This is an optimization exercise on Yosys and OpenROAD, whose aim is small area, a short achievable clock period and few clock cycles per item, not a production implementation.
Function was checked by simulation only, so behaviour that the tests miss may differ from the original.
No activity file was given, so power comes from the tool's default toggle rates.

// execCluster
module execCluster
(
    input  logic           clk,
    input  logic           rst,
    input  logic           inValid,
    output logic           inReady,
    input  logic [128:0]   inPkt,      
    output logic           outValid,
    input  logic           outReady,
    output logic [136:0]   outPkt      
);
For scale: roughly 29000 µm² of cells after synthesis.
==> flow/config.mk <==
export PLATFORM = sky130hd
export DESIGN_NAME = execCluster
export DESIGN_NICKNAME = execCluster
export VERILOG_FILES = /design/flow/design.v
export SDC_FILE = /design/flow/constraint.sdc
export NUM_CORES = 4
export LEC_CHECK = 0
export ABC_CLOCK_PERIOD_IN_PS = 2000
export CAP_MARGIN = 20
export CORE_MARGIN = 2
export CORE_UTILIZATION = 50
export CTS_CLUSTER_DIAMETER = 100
export CTS_CLUSTER_SIZE = 30
export PLACE_DENSITY = 0.65
export SETUP_SLACK_MARGIN = 3.5
export SLEW_MARGIN = 20
==> flow/constraint.sdc <==
create_clock -name core_clock -period 6.5 [get_ports {clk}]
set_input_delay 1.3000 -clock core_clock [delete_from_list [all_inputs] [get_ports {clk}]]
set_output_delay 1.3000 -clock core_clock [all_outputs]
set_load 0.01 [all_outputs]
standard.sh (not shown) runs the stock make flow with config.mk's settings and CLKGATE_MAP_FILE= SYNTH_SCRIPT=/design/flow/synth_recipe.tcl, a recipe that flattens the netlist after the stock synthesis.
==> flow/flow/run.sh <==
#!/bin/bash
# The standard ORFS layout, with the smallest buffer as the port buffer
# cell (every input and output port still gets its own buffer).
set -euo pipefail
bash standard.sh "BUFFER_PORTS_ARGS=-buffer_cell sky130_fd_sc_hd__buf_1" finish > standard_flow.log 2>&1
Testbench counts at the start, summed over its fixed seeds: cycles 8,299, items 7,200.
Then changed:
--- a/flow/design.v
+++ b/flow/design.v
@@ -128,15 +128,15 @@
     input  logic [128:0]   inPkt,      
     output logic           outValid,
     input  logic           outReady,
     output logic [136:0]   outPkt      
 );
     logic [128:0] nx;     
     logic [31:0] iIns, iPc, iRs, iRt, iRtRev, iB, iX, iA, iSImm;
-    logic        iIrq, iIsR, iIsBr, iSub, iCi, iEq, iRsZero, iTk, iSelLog, iSelSh;
+    logic        iIrq, iIsR, iIsBr, iSub, iCi, iEq, iRsZero, iTk;
     logic [5:0]  iOp, iFn;
     logic [15:0] iImm, iF;
     assign iIns  = nx[128:97];
     assign iPc   = nx[96:65];
     assign iRs   = nx[64:33];
     assign iRt   = nx[32:1];
     assign iIrq  = nx[0];
@@ -153,30 +153,28 @@
     end
     assign iB    = iIsR ? ((iFn == 6'h00) ? iRtRev : iRt) : iIsBr ? {iSImm[29:0], 2'b00} : (iOp == 6'h0f) ? {iImm, 16'd0}
                  : (iOp == 6'h0c) ? {16'd0, iImm} : iSImm;
     assign iX    = iB ^ {32{iSub}};
     assign iCi   = iSub | iIsBr;
     assign iA    = iIsBr ? {iPc[31:2], 2'b11} : iRs;
     assign iF    = iIsR ? iIns[15:0] : iIns[31:16];
-    assign iSelLog = iIsR ? (iFn[5:2] == 4'b1001) : (iOp == 6'h0c);        
-    assign iSelSh  = iIsR & (iFn == 6'h00 || iFn == 6'h02 || iFn == 6'h03);  
     assign iEq     = (iRs == iRt);
     assign iRsZero = (iRs == 32'd0);
     always_comb begin
         case (iOp[2:0])
             3'b100:  iTk = iEq;                    
             3'b101:  iTk = ~iEq;                   
             3'b110:  iTk = iRs[31] | iRsZero;      
             3'b111:  iTk = ~iRs[31] & ~iRsZero;    
             default: iTk = iRs[31];                
         endcase
     end
-    localparam int HD_W = 150;
+    localparam int HD_W = 148;
     logic [HD_W-1:0] hdNext;
-    assign hdNext = {iSelLog, iSelSh, iIsR, iCi, iTk, iF, iRt, iX, iPc, iA, iIrq};
+    assign hdNext = {iIsR, iCi, iTk, iF, iRt, iX, iPc, iA, iIrq};
     logic [HD_W-1:0]   hd;
     logic [128:0]      r0, r1;
     logic              vh;
     logic [1:0]        occ;      
     logic              wp, rp;   
     logic              take, acc, hdLoad, fromRing;
     logic [1:0]        occNext;
@@ -204,20 +202,20 @@
             if (hdLoad) vh <= fromRing;
             occ <= occNext;
             rdy <= ~&occNext;
             if (acc)                 wp <= ~wp;
             if (hdLoad && fromRing)  rp <= ~rp;
         end
     end
-    logic        isR, ci, tk, irq, hSelLog, hSelSh;
+    logic        isR, ci, tk, irq;
     logic [15:0] f;
     logic [31:0] rt, x, pc, rs;
     logic [5:0]  op, fn;
     logic [4:0]  sh;
-    assign {hSelLog, hSelSh, isR, ci, tk, f, rt, x, pc, rs, irq} = hd;     
+    assign {isR, ci, tk, f, rt, x, pc, rs, irq} = hd;     
     assign op = isR ? 6'h00 : f[15:10];
     assign fn = f[5:0];
     assign sh = f[10:6];
     logic isBr, isJ, isJal, isAndi, isSlti, isSltiu, isLw, isSw, legal, trap;
     logic fnAnd, fnOr, fnXor, fnNor, fnSll, fnSrl, fnSra, fnSlt, fnSltu, fnJr, fnJalr;
     assign isBr    = (op == 6'h01) | (op[5:2] == 4'b0001);
     assign isJ     = (op == 6'h02);
@@ -347,15 +345,15 @@
         end else if (isLw) begin
             wbAlu   = 1'b0;
             wbOther = 32'd0;
         end
     end
     logic [31:0] alu, aluOther;
     always_comb begin
-        aluOther    = ({32{hSelLog}} & logicY) | ({32{hSelSh}} & shOut);
+        aluOther    = ({32{selLog}} & logicY) | ({32{selSh}} & shOut);
         aluOther[0] = aluOther[0] | (selTk & tk);
         alu         = selSum ? sum[31:0] : aluOther;
         alu[0]      = alu[0] | (selLtS & ltS) | (selLtU & ltU);
     end
     logic [31:0] nextPc, nextPcOther;
     logic        brSel;
     assign brSel = isBr & tk & ~irq;
Effect: The new run finished clean; total power falls slightly; global-route usage falls by 1.7 points; first-iteration DRC count is higher by about a fifth; final area drops slightly; wire length decreases by a few percent; sequential share of layout area rose by 0.36 points; sequential power stays flat; clock-buffer cell count came out higher by 2; register-to-register slack improved by 0.097 ns; via count drops slightly; die area shrinks slightly; fmax rose slightly; core utilization rose by 0.25 points; combinational power falls slightly.
Testbench counts after the change, summed over its fixed seeds: cycles 8,299, items 7,200.

separate check: timing with driven ports:
The flow's constraints put no driver on any port. The routed layouts listed below were extracted and timed again, unchanged, in two steps.
Step 1, drivers: a clkbuf_16 drives clk and a buf_2 each remaining input, both assumed.
Step 2 also shifts input and output timing later by t, the mid clock arrival at the registers, as if the neighbouring blocks saw the same clock.
Slacks: no drivers / after step 1 / after step 2; pairs: no drivers / after step 1.
| run | t, ns | slack for setup (ns) | worst register clock-pin slew, ns | cell pins on the clock port's net |
|---|---|---|---|---|
| the first run | 0.689 | 3.343 / 3.306 / 3.243 | 0.12 / 0.12 | 1 |
| the second run | 0.667 | 3.395 / 3.337 / 3.211 | 0.12 / 0.12 | 1 |
After both steps every run listed still meets setup and hold. The setup slack of the second run, which loses most, moves by -0.058 ns with the drivers and by -0.184 ns with both steps.
